Background: an optimization exercise with open tools, aiming at a short achievable clock period and few clock cycles per item. Do not read the settings as production practice.
Only simulation tests tie the RTL to the original design; equivalence was not proved.

==> flow/design.v <==
`default_nettype none
package mexp_pkg;
  localparam int FIELD_BITS = 64;
  localparam int WORD_BITS = 64;
  localparam int CNT_BITS = $clog2(WORD_BITS);
  localparam int CFG_INDEX_BITS = 8;
  typedef logic [FIELD_BITS-1:0] field_t;
  typedef logic [WORD_BITS-1:0] word_t;
  typedef logic [CNT_BITS-1:0] cnt_t;
  typedef logic [CFG_INDEX_BITS-1:0] cfg_index_t;
  localparam cfg_index_t REG_MODULUS = cfg_index_t'(0);
  localparam cfg_index_t REG_POWER = cfg_index_t'(1);
  typedef enum logic [2:0] {
    ST_IDLE,
    ST_REDUCE,
    ST_SCAN,
    ST_MUL_ACC,
    ST_MUL_SQ,
    ST_FINISH
  } state_t;
endpackage
`default_nettype wire
`default_nettype none
module mexp_mulmod (
  input  logic              clk,
  input  logic              rst,
  input  logic              start,
  input  mexp_pkg::word_t   x,
  input  mexp_pkg::word_t   y,
  input  mexp_pkg::word_t   m,
  output logic              done,
  output mexp_pkg::word_t   product
);
  logic  busy;
  mexp_pkg::word_t acc;
  mexp_pkg::word_t addend;
  mexp_pkg::word_t mult;
  function automatic mexp_pkg::word_t add_mod(input mexp_pkg::word_t a, input mexp_pkg::word_t b,
                                               input mexp_pkg::word_t md);
    logic [mexp_pkg::WORD_BITS:0] sum;
    logic [mexp_pkg::WORD_BITS:0] diff;
    sum = {1'b0, a} + {1'b0, b};
    diff = sum - {1'b0, md};
    if (sum >= {1'b0, md}) begin
      add_mod = diff[mexp_pkg::WORD_BITS-1:0];
    end else begin
      add_mod = sum[mexp_pkg::WORD_BITS-1:0];
    end
  endfunction
  assign done = busy && (mult == '0);
  assign product = acc;
  always_ff @(posedge clk) begin
    if (rst) begin
      busy <= 1'b0;
    end else if (start) begin
      busy <= 1'b1;
    end else if (done) begin
      busy <= 1'b0;
    end
  end
  always_ff @(posedge clk) begin
    if (start) begin
      acc <= '0;
      addend <= x;
      mult <= y;
    end else if (busy && (mult != '0)) begin
      if (mult[0]) begin
        acc <= add_mod(acc, addend, m);
      end
      addend <= add_mod(addend, addend, m);
      mult <= mult >> 1;
    end
  end
endmodule
`default_nettype wire
`default_nettype none
module modular_exponentiation (
  input  logic                  clk,
  input  logic                  rst,
  input  logic                  cfg_valid,
  output logic                  cfg_ready,
  input  mexp_pkg::cfg_index_t  cfg_index,
  input  mexp_pkg::field_t      cfg_data,
  input  logic                  operand_valid,
  output logic                  operand_ready,
  input  mexp_pkg::field_t      operand_base_value,
  output logic                  result_valid,
  input  logic                  result_ready,
  output mexp_pkg::field_t      result_residue
);
  mexp_pkg::state_t state;
  mexp_pkg::state_t state_next;
  mexp_pkg::field_t modulus;
  mexp_pkg::field_t power;
  mexp_pkg::word_t m_op;
  mexp_pkg::word_t e_op;
  mexp_pkg::word_t bshift;
  mexp_pkg::word_t rem;
  mexp_pkg::word_t acc;
  mexp_pkg::word_t sq;
  mexp_pkg::cnt_t  cnt;
  logic   res_valid;
  mexp_pkg::field_t res_data;
  logic  mul_start;
  mexp_pkg::word_t mul_x;
  mexp_pkg::word_t mul_y;
  logic  mul_done;
  mexp_pkg::word_t mul_product;
  logic               in_accept;
  logic               mod_small;
  logic               finishing;
  logic [mexp_pkg::WORD_BITS:0] rem_shift;
  logic [mexp_pkg::WORD_BITS:0] rem_diff;
  mexp_pkg::word_t              rem_next;
  assign in_accept = operand_valid && operand_ready;
  assign mod_small = (modulus[mexp_pkg::WORD_BITS-1:1] == '0);
  assign finishing = (state == mexp_pkg::ST_FINISH) && (!res_valid || result_ready);
  assign rem_shift = {rem, bshift[mexp_pkg::WORD_BITS-1]};
  assign rem_diff = rem_shift - {1'b0, m_op};
  assign rem_next = (rem_shift >= {1'b0, m_op}) ? rem_diff[mexp_pkg::WORD_BITS-1:0]
                                                : rem_shift[mexp_pkg::WORD_BITS-1:0];
  assign cfg_ready = 1'b1;
  always_ff @(posedge clk) begin
    if (rst) begin
      modulus <= mexp_pkg::field_t'(1);
      power <= '0;
    end else if (cfg_valid && cfg_ready) begin
      if (cfg_index == mexp_pkg::REG_MODULUS) begin
        modulus <= cfg_data;
      end else if (cfg_index == mexp_pkg::REG_POWER) begin
        power <= cfg_data;
      end
    end
  end
  always_comb begin
    state_next = state;
    unique case (state)
      mexp_pkg::ST_IDLE: begin
        if (in_accept) begin
          state_next = mod_small ? mexp_pkg::ST_FINISH : mexp_pkg::ST_REDUCE;
        end
      end
      mexp_pkg::ST_REDUCE: begin
        if (cnt == '0) begin
          state_next = mexp_pkg::ST_SCAN;
        end
      end
      mexp_pkg::ST_SCAN: begin
        if (e_op == '0) begin
          state_next = mexp_pkg::ST_FINISH;
        end else if (e_op[0]) begin
          state_next = mexp_pkg::ST_MUL_ACC;
        end else begin
          state_next = mexp_pkg::ST_MUL_SQ;
        end
      end
      mexp_pkg::ST_MUL_ACC: begin
        if (mul_done) begin
          state_next = mexp_pkg::ST_MUL_SQ;
        end
      end
      mexp_pkg::ST_MUL_SQ: begin
        if (mul_done) begin
          state_next = mexp_pkg::ST_SCAN;
        end
      end
      mexp_pkg::ST_FINISH: begin
        if (finishing) begin
          state_next = mexp_pkg::ST_IDLE;
        end
      end
      default: state_next = mexp_pkg::ST_IDLE;
    endcase
  end
  always_comb begin
    operand_ready = 1'b0;
    mul_start = 1'b0;
    mul_x = sq;
    mul_y = sq;
    unique case (state)
      mexp_pkg::ST_IDLE: operand_ready = 1'b1;
      mexp_pkg::ST_SCAN: begin
        if (e_op != '0) begin
          mul_start = 1'b1;
          if (e_op[0]) begin
            mul_x = acc;
          end
        end
      end
      mexp_pkg::ST_MUL_ACC: mul_start = mul_done;
      mexp_pkg::ST_REDUCE, mexp_pkg::ST_MUL_SQ, mexp_pkg::ST_FINISH: begin
      end
      default: begin
      end
    endcase
  end
  always_ff @(posedge clk) begin
    if (rst) begin
      state <= mexp_pkg::ST_IDLE;
    end else begin
      state <= state_next;
    end
  end
  always_ff @(posedge clk) begin
    unique case (state)
      mexp_pkg::ST_IDLE: begin
        if (in_accept) begin
          m_op <= modulus[mexp_pkg::WORD_BITS-1:0];
          e_op <= power[mexp_pkg::WORD_BITS-1:0];
          bshift <= operand_base_value[mexp_pkg::WORD_BITS-1:0];
          rem <= '0;
          cnt <= mexp_pkg::cnt_t'(mexp_pkg::WORD_BITS - 1);
          acc <= '0;
        end
      end
      mexp_pkg::ST_REDUCE: begin
        rem <= rem_next;
        bshift <= bshift << 1;
        cnt <= cnt - mexp_pkg::cnt_t'(1);
        if (cnt == '0) begin
          sq <= rem_next;
          acc <= mexp_pkg::word_t'(1);
        end
      end
      mexp_pkg::ST_MUL_ACC: begin
        if (mul_done) begin
          acc <= mul_product;
        end
      end
      mexp_pkg::ST_MUL_SQ: begin
        if (mul_done) begin
          sq <= mul_product;
          e_op <= e_op >> 1;
        end
      end
      mexp_pkg::ST_SCAN, mexp_pkg::ST_FINISH: begin
      end
      default: begin
      end
    endcase
  end
  always_ff @(posedge clk) begin
    if (rst) begin
      res_valid <= 1'b0;
    end else if (finishing) begin
      res_valid <= 1'b1;
    end else if (result_ready) begin
      res_valid <= 1'b0;
    end
  end
  always_ff @(posedge clk) begin
    if (finishing) begin
      res_data <= mexp_pkg::field_t'(acc);
    end
  end
  assign result_valid = res_valid;
  assign result_residue = res_data;
  mexp_mulmod u_mulmod (
    .clk     (clk),
    .rst     (rst),
    .start   (mul_start),
    .x       (mul_x),
    .y       (mul_y),
    .m       (m_op),
    .done    (mul_done),
    .product (mul_product)
  );
endmodule
`default_nettype wire
==> flow/run.sh <==
#!/bin/bash
# synth_recipe.tcl (not shown) runs the flow's synth.tcl, then flattens the netlist and writes it again
# the make line also repeats each setting of config.mk as NAME=value (left out here)
make -C /OpenROAD-flow-scripts/flow DESIGN_CONFIG=/design/flow/config.mk WORK_HOME=/design/flow/orfs CLKGATE_MAP_FILE= SYNTH_SCRIPT=/design/flow/synth_recipe.tcl finish
==> flow/config.mk <==
export PLATFORM = sky130hd
export DESIGN_NAME = modular_exponentiation
export DESIGN_NICKNAME = modular_exponentiation
export VERILOG_FILES = /design/flow/design.v
export SDC_FILE = /design/flow/constraint.sdc
export NUM_CORES = 4
export LEC_CHECK = 0
export CAP_MARGIN = 20
export CORE_MARGIN = 2
export CORE_UTILIZATION = 40
export SLEW_MARGIN = 20
==> flow/constraint.sdc <==
create_clock -name core_clock -period 8.0 [get_ports {clk}]
set_input_delay 1.6000 -clock core_clock [delete_from_list [all_inputs] [get_ports {clk}]]
set_output_delay 1.6000 -clock core_clock [all_outputs]
set_load 0.01 [all_outputs]
==> run notes <==
Slowest Stage Delay on Critical Path - 0.55 ns
Worst hold path type - reg2reg
Fill cell count - 11.5k
Average routed wire per standard cell - 22.7 um
Detailed Route WL - 158000 um
Startpoint type of the worst setup path - register
First-pass GRT wire length - 234000 um
Flops & latches, synth - 779
Sequential fraction of the synthesis area - 0.452
Half-perimeter wire length of the detailed placement result - 119000 um
Timing startpoint of the critical path - u_mulmod.addend[0]
Vertical die dimension - 348 um
Unrepaired setup endpoints after global routing - no
Skew-Pair Late Insertion Delay - 0.70 ns
Number of vias after detailed routing - 39.9k
Startpoint of the worst-slack reg-to-reg timing path - u_mulmod.addend[0]
Pin count of the biggest net entering global routing - 164
Critical Path End Type - register
Count of unresolved DRC violations after routing - 0
Startpoint of the tightest hold check path - acc[30]
Number of buffers created by CTS - 90
Number of slew-limit violations in the final report - 0
Post-layout minimum cycle time - 7.16 ns
Worst endpoint required time - 8.52 ns
Total Negative Setup Slacks - 0 ns
# resized after CTS - 0
Mean instance size in the synthesized netlist - 8.90 um^2
Hold-fix buffers, CTS - 0
Transition time at the pin with the least slew margin - 1.11 ns
Layout overhead on the synthesized area - 13.4%
Cells after Synth - 5324
Die area - 121000 um^2
Count of final hold-check violations - 0
Count of pins on the block boundary - 208
Vias per std cell - 5.73
Crit path max fanout - 43
Cell Area, Synth - 47400 um^2
Depth of the CTS H-tree - 3
Post-Route Skew - 0.0302 ns
Initial DRC Count - 3521
Initial antenna violation count - 9
Number of global-route vias before repair - 37.3k
Placeable core region - 118000 um^2
Data arrival time at the worst-slack endpoint - 7.68 ns
Number of enable-type register cells in the synthesized netlist - 582
Critical path type - reg2reg
Fraction of registers with async set/reset - 0
Deepest clock path buffer count - 3
Fraction of final layout cells with drive strength greater than 1 - 0.0450
Clock sink count - 779
Headroom to the max-slew limit - 0.254
Number of search-and-repair iterations in the first detailed-routing pass - 5
Gr usage total - 0.254
Status - no timing/DRC/antenna violations
# port buffers - 206
Post-CTS Setup Repair Bufs - 0
Horizontal die dimension - 348 um
Post-synth cell types - 96
Clock slew seen by the registers of the worst setup and hold paths - 0.07 ns
RePlAce Congestion - 0.973
Util after Layout - 0.456
TritonCTS clock tree - yes
Antenna-violating nets left - 0
Ordered list of cells on the worst path - ha_1, fa_1, a211oi_1, o21ai_0, a31oi_1, a31oi_1, o211ai_1, nand3_1, a41oi_1, o31ai_1, xor2_1, ha_1, and3_1, nand4_1, nor4_1, and3_1, a311oi_1, o311ai_0, nor3b_2, buf_12, buf_12, mux2i_1, a211oi_1
Row count - 126
F_max - 0.140 GHz
Clock tree root driver cell - clkbuf_16
Max_cap viols - 0
Slowest library cell on the worst path - o211ai_1
Final setup violating endpoints - 0
Final period utilization - 0.895
Number of nets in the layout - 5749
Initial core utilization - 0.402
Main synth FF type - edfxtp_1
Net count after synthesis - 5727
GR Overflow Total - 0
Yosys warns - 2
worst paths after layout:
check	to	slack, ns	depth (start not counted)
hold / removal	res_data[30]	0.45	0
setup / recovery	u_mulmod.acc[6]	0.84	23
setup reg to reg	u_mulmod.acc[6]	0.84	23
hold reg to reg	res_data[30]	0.45	0
state kept, by name (all words and copies together), names as in the netlist:
register	count
modulus	64
state	3
u_mulmod.busy	1
res_data	64
cnt	6
u_mulmod.addend	64
bshift	64
u_mulmod.mult	64
rem	64
acc	64
sq	64
m_op	64
res_valid	1
e_op	64
u_mulmod.acc	64
power	64
synthesized netlist by cell type (all sizes together) (29+ instances only):
master	count	share of area
nand2	1165	0.092
edfxtp	582	0.37
a21oi	547	0.058
nor2	347	0.027
o21ai	282	0.030
clkbuf	268	0.021
ha	258	0.068
dfxtp	197	0.083
a21o	152	0.024
inv	152	0.012
xnor2	141	0.026
and3	97	0.013
mux2i	89	0.019
nand4	81	0.011
xor2	81	0.015
a211oi	72	0.011
nor3	71	0.0075
nor4	68	0.0090
nand3	66	0.0070
nor2b	60	0.0079
a31oi	59	0.0078
o211ai	55	0.0088
buf	50	0.0059
o21bai	43	0.0068
o21a	36	0.0057
nand2b	29	0.0038
metal layers:
metal  vias to the layer above  share of wire  GRT usage
met5                         -        0.00013          0
met4                         4          0.033     0.0867
met3                       182          0.077     0.0398
met2                      1437           0.42      0.364
met1                     19000           0.47      0.386
li1                      19200              -          -
per-stage QoR:
| step | hold slack, ns | std cells | instance area, um^2 | worst slack [ns] |
|---|---|---|---|---|
| 2_1_floorplan | 0.408 | 5324 | 47400 | 1.19 |
| 3_3_place_gp | 0.416 | 6790 | 50600 | 1.18 |
| 3_5_place_dp | 0.438 | 6790 | 50600 | 0.986 |
| 4_1_cts | 0.455 | 6956 | 53700 | 0.939 |
| 5_1_grt | 0.466 | 6958 | 53700 | 0.395 |
| 6_report | 0.453 | 6958 | 53700 | 0.842 |
worst max-delay path: cells and delay by family (launching register included):
family                     cells  cell delay, ns
AOI/OAI and AO/OA             10            3.14
and+or+nand+nor                6            1.29
adders and majority gates      3            1.07
buffers and inverters          2            0.49
DFF                            1            0.44
xor gates and xnor gates       1            0.27
muxes                          1            0.25
cell families (layout without fill, tap and decap cells):
family / Yosys count / count (layout) / synth area share
compound gates: 1425 / 1425 / 0.186
xor+xnor: 222 / 222 / 0.0411
fa+ha+maj: 262 / 262 / 0.0698
buf+inv: 470 / 566 / 0.0393
flops: 779 / 779 / 0.452
mux: 95 / 95 / 0.0204
other cells: 1 / 3 / 0.0000792
simple gates: 2070 / 2070 / 0.191
layout by cell type (no fill, tap or decap), types with 88 or more instances in the layout:
master and instances:
nand2_1 1163, edfxtp_1 582, a21oi_1 545, nor2_1 346, ha_1 258, clkdlybuf4s50_1 205, dfxtp_1 196, o21ai_0 193
a21o_1 152, inv_1 151, xnor2_1 141, and3_1 95, clkbuf_16 93, mux2i_1 89, o21ai_1 88
cell type report:
class                   count  area [um^2]  area share
clock buffers             116         2480      0.0462
well taps                1536         1920      0.0358
clock inverters            50          614      0.0114
flip-flops and latches    779        21400       0.399
repair buffers            248         2450      0.0456
inverters                 152          576      0.0107
diodes                      2         5.00   0.0000932
multi-input cells        4075        24200       0.451
Testbench counts, summed over its fixed seeds: cycles 801,057, items 128.

## static timing again, ports no longer ideal
The results above use ideal ports. As a check the final layout listed here was re-extracted and re-timed, cells and wires unchanged.
Step 1: set_driving_cell puts a clkbuf_16 on clk and a buf_2 on each other input, an assumption about the parent block.
Step 2 also shifts input and output timing later by t, the mid clock arrival at the registers, as if the neighbouring blocks saw the same clock.
Slacks: ideal ports / drivers / drivers and shift; pairs: ideal ports / drivers.
t, ns: 0.756
setup WS [ns]: 0.842 / 0.842 / 0.842
hold WS [ns]: 0.453 / 0.453 / 0.453
worst setup path after step 2: register to register
After both steps setup and hold are still met in this run. For this run, drivers alone change the setup slack by 0.000 ns; drivers and shift together by 0.000 ns.
